Background: an optimization exercise with open tools, aiming at small area and a short achievable clock period. Do not read the settings as production practice. Only simulation tests tie the RTL to the original design; equivalence was not proved. Power is estimated from default activity; no workload was simulated.

==> willow <==
==> flow/design.v <==
`default_nettype none
package packet_pkg;
    localparam int packet_width = 16;
    typedef logic [packet_width-1:0] packet_t;
    localparam int num_edge_pe = 4;
    typedef logic [num_edge_pe-1:0] edge_vec_t;
    localparam int bit_cnt_width = $clog2(packet_width);
    localparam int last_bit = packet_width - 1;
    typedef logic [bit_cnt_width-1:0] bit_cnt_t;
endpackage
`default_nettype wire
`default_nettype none
package mem_pkg;
    localparam int mem_depth = 256;
    localparam int addr_width = $clog2(mem_depth);
    localparam int count_width = addr_width + 1;
    typedef logic [addr_width-1:0] addr_t;
    typedef logic [count_width-1:0] count_t;
    typedef enum logic [2:0] {
        idle            = 3'd0,
        prepare         = 3'd1,
        stream          = 3'd2,
        wait_fifo_stall = 3'd3,
        stall           = 3'd4
    } cntl_state_t;
endpackage
`default_nettype wire
`timescale 1ns/1ps
`default_nettype none
module packet_rx (
    input  logic                clk,
    input  logic                reset,
    input  logic                bank_data,
    input  logic                sos,
    input  logic                eos,
    output logic                word_valid,
    output packet_pkg::packet_t word_data
);
    logic                 in_frame;
    logic                 sample;
    packet_pkg::bit_cnt_t bit_cnt;
    packet_pkg::packet_t  shift_reg;
    assign sample = in_frame && !sos && !eos;
    always_ff @(posedge clk or negedge reset) begin
        if (!reset) begin
            in_frame   <= 1'b0;
            bit_cnt    <= '0;
            word_valid <= 1'b0;
        end else begin
            word_valid <= sample &&
                          (bit_cnt == packet_pkg::bit_cnt_t'(packet_pkg::last_bit));
            if (sos) begin
                in_frame <= 1'b1;
                bit_cnt  <= '0;
            end else if (eos) begin
                in_frame <= 1'b0;
                bit_cnt  <= '0;
            end else if (sample) begin
                bit_cnt <= bit_cnt + 1'b1;
            end
        end
    end
    always_ff @(posedge clk) begin
        if (sample) begin
            shift_reg <= {shift_reg[packet_pkg::packet_width-2:0], bank_data};
        end
    end
    assign word_data = shift_reg;
endmodule
`default_nettype wire
`timescale 1ns/1ps
`default_nettype none
module sram_arbiter (
    input  logic                  clk,
    input  logic                  reset,
    input  logic                  load_req,
    input  packet_pkg::packet_t   load_data,
    input  mem_pkg::addr_t        load_addr,
    input  logic                  wb_enable,
    input  logic                  dp_valid,
    input  packet_pkg::packet_t   dp_packet,
    input  packet_pkg::edge_vec_t edge_valid,
    input  logic [packet_pkg::num_edge_pe*packet_pkg::packet_width-1:0] edge_packets,
    input  mem_pkg::addr_t        wr_addr,
    input  logic                  read_req,
    input  mem_pkg::addr_t        rd_addr,
    input  logic                  cen_hold,
    output logic                  load_grant,
    output logic                  wb_grant,
    output logic                  read_grant,
    output logic                  sram_cen,
    output logic                  sram_wen,
    output mem_pkg::addr_t        sram_addr,
    output packet_pkg::packet_t   sram_wdata
);
    logic                dp_win;
    logic                edge_win;
    logic                wb_any;
    logic                edge_hit;
    packet_pkg::packet_t edge_data;
    always_comb begin
        edge_hit  = 1'b0;
        edge_data = '0;
        for (int i = packet_pkg::num_edge_pe - 1; i >= 0; i--) begin
            if (edge_valid[i]) begin
                edge_hit  = 1'b1;
                edge_data = edge_packets[i*packet_pkg::packet_width +: packet_pkg::packet_width];
            end
        end
    end
    assign wb_any   = wb_enable && (dp_valid || edge_hit);
    assign dp_win   = wb_enable && dp_valid && !cen_hold && !load_req;
    assign edge_win = wb_enable && edge_hit && !dp_valid && !cen_hold && !load_req;
    assign load_grant = load_req && !cen_hold;
    assign wb_grant   = dp_win || edge_win;
    assign read_grant = read_req && !cen_hold && !load_req && !wb_any;
    always_comb begin
        sram_addr  = rd_addr;
        sram_wdata = '0;
        if (load_grant) begin
            sram_addr  = load_addr;
            sram_wdata = load_data;
        end else if (dp_win) begin
            sram_addr  = wr_addr;
            sram_wdata = dp_packet;
        end else if (edge_win) begin
            sram_addr  = wr_addr;
            sram_wdata = edge_data;
        end
    end
    assign sram_wen = !(load_grant || wb_grant);
    assign sram_cen = cen_hold;
endmodule
`default_nettype wire
`timescale 1ns/1ps
`default_nettype none
module packet_sram (
    input  logic                clk,
    input  logic                sram_cen,
    input  logic                sram_wen,
    input  mem_pkg::addr_t      sram_addr,
    input  packet_pkg::packet_t sram_wdata,
    output packet_pkg::packet_t rdata
);
    packet_pkg::packet_t mem [mem_pkg::mem_depth];
    packet_pkg::packet_t rd_q;
    always_ff @(posedge clk) begin
        if (!sram_cen) begin
            if (!sram_wen) begin
                mem[sram_addr] <= sram_wdata;
            end else begin
                rd_q <= mem[sram_addr];
            end
        end
    end
    always_ff @(posedge clk) begin
        rdata <= rd_q;
    end
endmodule
`default_nettype wire
`timescale 1ns/1ps
`default_nettype none
module packet_cntl (
    input  logic           clk,
    input  logic           reset,
    input  logic           sos,
    input  logic           eos,
    input  logic           word_valid,
    input  logic           full,
    input  logic           fifo_stall,
    input  logic           cntl_done,
    input  logic           replay_iter_flag,
    input  logic           load_grant,
    input  logic           wb_grant,
    input  logic           read_grant,
    output logic           load_req,
    output mem_pkg::addr_t load_addr,
    output logic           wb_enable,
    output mem_pkg::addr_t wr_addr,
    output logic           read_req,
    output mem_pkg::addr_t rd_addr,
    output logic           cen_hold,
    output logic           mem2fifo_valid
);
    mem_pkg::cntl_state_t state;
    mem_pkg::cntl_state_t state_next;
    mem_pkg::count_t      load_cnt;
    mem_pkg::count_t      load_len;
    mem_pkg::count_t      load_total;
    mem_pkg::addr_t       wr_ptr;
    mem_pkg::addr_t       rd_ptr;
    logic                 replay;
    logic                 rd_pending;
    assign replay = replay_iter_flag &&
                    (state != mem_pkg::idle) && (state != mem_pkg::prepare);
    assign load_req   = (state == mem_pkg::prepare) && word_valid &&
                        (load_cnt < mem_pkg::count_t'(mem_pkg::mem_depth));
    assign load_addr  = mem_pkg::addr_t'(load_cnt);
    assign load_total = load_cnt + mem_pkg::count_t'(load_grant);
    assign wb_enable = (state == mem_pkg::stream) || (state == mem_pkg::wait_fifo_stall);
    assign read_req  = (state == mem_pkg::stream) && !full && !replay_iter_flag &&
                       (rd_ptr != wr_ptr);
    assign cen_hold  = (state == mem_pkg::stall);
    assign wr_addr = wr_ptr;
    assign rd_addr = rd_ptr;
    always_comb begin
        state_next = state;
        case (state)
            mem_pkg::idle: begin
                if (sos) begin
                    state_next = mem_pkg::prepare;
                end
            end
            mem_pkg::prepare: begin
                if (eos) begin
                    state_next = mem_pkg::stream;
                end
            end
            mem_pkg::stream: begin
                if (cntl_done) begin
                    state_next = mem_pkg::stall;
                end else if (fifo_stall) begin
                    state_next = mem_pkg::wait_fifo_stall;
                end
            end
            mem_pkg::wait_fifo_stall: begin
                if (!fifo_stall) begin
                    state_next = mem_pkg::stream;
                end
            end
            mem_pkg::stall: begin
                if (sos) begin
                    state_next = mem_pkg::prepare;
                end
            end
            default: begin
                state_next = mem_pkg::idle;
            end
        endcase
        if (replay) begin
            state_next = mem_pkg::stream;
        end
    end
    always_ff @(posedge clk or negedge reset) begin
        if (!reset) begin
            state          <= mem_pkg::idle;
            load_cnt       <= '0;
            load_len       <= '0;
            wr_ptr         <= '0;
            rd_ptr         <= '0;
            rd_pending     <= 1'b0;
            mem2fifo_valid <= 1'b0;
        end else begin
            state <= state_next;
            rd_pending     <= read_grant;
            mem2fifo_valid <= rd_pending && !replay_iter_flag &&
                              (state_next != mem_pkg::stall);
            if (sos && (state_next == mem_pkg::prepare)) begin
                load_cnt <= '0;
            end else if (load_grant) begin
                load_cnt <= load_cnt + 1'b1;
            end
            if ((state == mem_pkg::prepare) && eos) begin
                load_len <= load_total;
                wr_ptr   <= mem_pkg::addr_t'(load_total);
                rd_ptr   <= '0;
            end else if (replay) begin
                wr_ptr <= mem_pkg::addr_t'(load_len);
                rd_ptr <= '0;
            end else begin
                if (wb_grant) begin
                    wr_ptr <= wr_ptr + 1'b1;
                end
                if (read_grant) begin
                    rd_ptr <= rd_ptr + 1'b1;
                end
            end
        end
    end
endmodule
`default_nettype wire
`timescale 1ns/1ps
`default_nettype none
module packet_mem_top (
    input  logic                  clk,
    input  logic                  reset,
    input  logic                  bank_data,
    input  logic                  sos,
    input  logic                  eos,
    input  logic                  dp_valid,
    input  packet_pkg::packet_t   dp_packet,
    input  packet_pkg::edge_vec_t edge_valid,
    input  logic [packet_pkg::num_edge_pe*packet_pkg::packet_width-1:0] edge_packets,
    input  logic                  full,
    input  logic                  fifo_stall,
    input  logic                  cntl_done,
    input  logic                  replay_iter_flag,
    output logic                  mem2fifo_valid,
    output packet_pkg::packet_t   mem2fifo_packet,
    output logic                  sram_cen
);
    logic                word_valid;
    packet_pkg::packet_t word_data;
    logic                load_req;
    mem_pkg::addr_t      load_addr;
    logic                wb_enable;
    mem_pkg::addr_t      wr_addr;
    logic                read_req;
    mem_pkg::addr_t      rd_addr;
    logic                cen_hold;
    logic                load_grant;
    logic                wb_grant;
    logic                read_grant;
    logic                sram_wen;
    mem_pkg::addr_t      sram_addr;
    packet_pkg::packet_t sram_wdata;
    packet_rx u_rx (
        .clk        (clk),
        .reset      (reset),
        .bank_data  (bank_data),
        .sos        (sos),
        .eos        (eos),
        .word_valid (word_valid),
        .word_data  (word_data)
    );
    packet_cntl u_cntl (
        .clk              (clk),
        .reset            (reset),
        .sos              (sos),
        .eos              (eos),
        .word_valid       (word_valid),
        .full             (full),
        .fifo_stall       (fifo_stall),
        .cntl_done        (cntl_done),
        .replay_iter_flag (replay_iter_flag),
        .load_grant       (load_grant),
        .wb_grant         (wb_grant),
        .read_grant       (read_grant),
        .load_req         (load_req),
        .load_addr        (load_addr),
        .wb_enable        (wb_enable),
        .wr_addr          (wr_addr),
        .read_req         (read_req),
        .rd_addr          (rd_addr),
        .cen_hold         (cen_hold),
        .mem2fifo_valid   (mem2fifo_valid)
    );
    sram_arbiter u_arb (
        .clk          (clk),
        .reset        (reset),
        .load_req     (load_req),
        .load_data    (word_data),
        .load_addr    (load_addr),
        .wb_enable    (wb_enable),
        .dp_valid     (dp_valid),
        .dp_packet    (dp_packet),
        .edge_valid   (edge_valid),
        .edge_packets (edge_packets),
        .wr_addr      (wr_addr),
        .read_req     (read_req),
        .rd_addr      (rd_addr),
        .cen_hold     (cen_hold),
        .load_grant   (load_grant),
        .wb_grant     (wb_grant),
        .read_grant   (read_grant),
        .sram_cen     (sram_cen),
        .sram_wen     (sram_wen),
        .sram_addr    (sram_addr),
        .sram_wdata   (sram_wdata)
    );
    packet_sram u_sram (
        .clk        (clk),
        .sram_cen   (sram_cen),
        .sram_wen   (sram_wen),
        .sram_addr  (sram_addr),
        .sram_wdata (sram_wdata),
        .rdata      (mem2fifo_packet)
    );
endmodule
`default_nettype wire
==> flow/run.sh <==
#!/bin/bash
# synth_recipe.tcl (not shown) runs the flow's synth.tcl, then flattens the netlist and writes it again
# the make line also repeats each setting of config.mk as NAME=value (left out here)
make -C /OpenROAD-flow-scripts/flow DESIGN_CONFIG=/design/flow/config.mk WORK_HOME=/design/flow/orfs CLKGATE_MAP_FILE= SYNTH_SCRIPT=/design/flow/synth_recipe.tcl finish
==> flow/config.mk <==
export PLATFORM = sky130hd
export DESIGN_NAME = packet_mem_top
export DESIGN_NICKNAME = packet_mem_top
export VERILOG_FILES = /design/flow/design.v
export SDC_FILE = /design/flow/constraint.sdc
export NUM_CORES = 4
export LEC_CHECK = 0
export CAP_MARGIN = 20
export CORE_MARGIN = 2
export CORE_UTILIZATION = 45
export CTS_BUF_LIST = sky130_fd_sc_hd__clkbuf_16
export CTS_CLUSTER_DIAMETER = 100
export CTS_CLUSTER_SIZE = 25
export SETUP_SLACK_MARGIN = 2.0
export SLEW_MARGIN = 20
export TNS_END_PERCENT = 20
==> flow/constraint.sdc <==
create_clock -name core_clock -period 6.0 [get_ports {clk}]
set_input_delay 1.2000 -clock core_clock [delete_from_list [all_inputs] [get_ports {clk}]]
set_output_delay 1.2000 -clock core_clock [all_outputs]
set_load 0.01 [all_outputs]
==> inputs of xenon, as changes to willow <==
Settings changed: CTS_BUF_LIST sky130_fd_sc_hd__clkbuf_16 to unset, CTS_CLUSTER_DIAMETER 100 to unset, CTS_CLUSTER_SIZE 25 to unset, SETUP_SLACK_MARGIN 2.0 to unset, TNS_END_PERCENT 20 to unset.
==> comparison table <==
metric	willow	xenon
Run status	finished clean	finished clean
Final critical-path required period	4.39 ns	5.56 ns
Max Fanout on Critical Path	5	15
Post-CTS setup-driven buffer insertion count	65	0
Drt initial violations	15100	15200
CP Buf/Inv Count	7	4
Cells after DPL	17100	17000
Data buffer area share	7.03%	5.28%
Summed area of non-filler cells in the final layout	188000 µm²	192000 µm²
Post-place instance area	179000 µm²	178000 µm²
Total area of multi-input combinational cells	38300 µm²	36900 µm²
Endpoint of the worst setup timing path	u_sram.rd_q[6]$_DFFE_PP_	u_sram.rd_q[10]$_DFFE_PP_
Slew at the pin with the worst max-slew slack	1.08 ns	1.32 ns
H-Tree Level Count	4	5
Register area	125000 µm²	125000 µm²
Critical path's largest stage delay	0.61 ns	0.82 ns
Clock distribution area overhead in the final layout	2.78%	6.94%
Number of diodes added for antenna fixing	15	8
Wire length on met1	204000 µm	207000 µm
Resized cells post-CTS	335	0
Fillers	29800	30100
Power Dens Cells	465 nW/µm²	496 nW/µm²
Weighted congestion at the end of routability-driven global placement	0.909	0.941
Worst Path Required	6.69 ns	6.72 ns
R2R cell count	18	14
Worst hold slack	0.244 ns	0.225 ns
Seq. pwr	35.4 mW	35.5 mW

==> port drivers added, routing unchanged <==
No port has a modelled driver above. Below, the same layouts with a new extraction and two added sets of constraints. Step 1, drivers: a clkbuf_16 drives clk and a buf_2 each remaining input, both assumed. Step 2 also shifts input and output timing later by t, the mid clock arrival at the registers, as if the neighbouring blocks saw the same clock. Slacks: ideal ports / drivers / drivers and shift; pairs: ideal ports / drivers.
| run | t (ns) | slack for setup (ns) | worst slew at a driven data input, ns |
|---|---|---|---|
| willow | 1.032 | 1.614 / 1.627 / 0.630 | 0.07 |
| xenon | 1.065 | 0.437 / 0.507 / -0.557 | 0.06 |
Met with ideal ports but missed after step 2: setup timing in xenon. For xenon, which loses most, drivers alone change the setup slack by +0.070 ns; drivers and shift together by -0.994 ns.
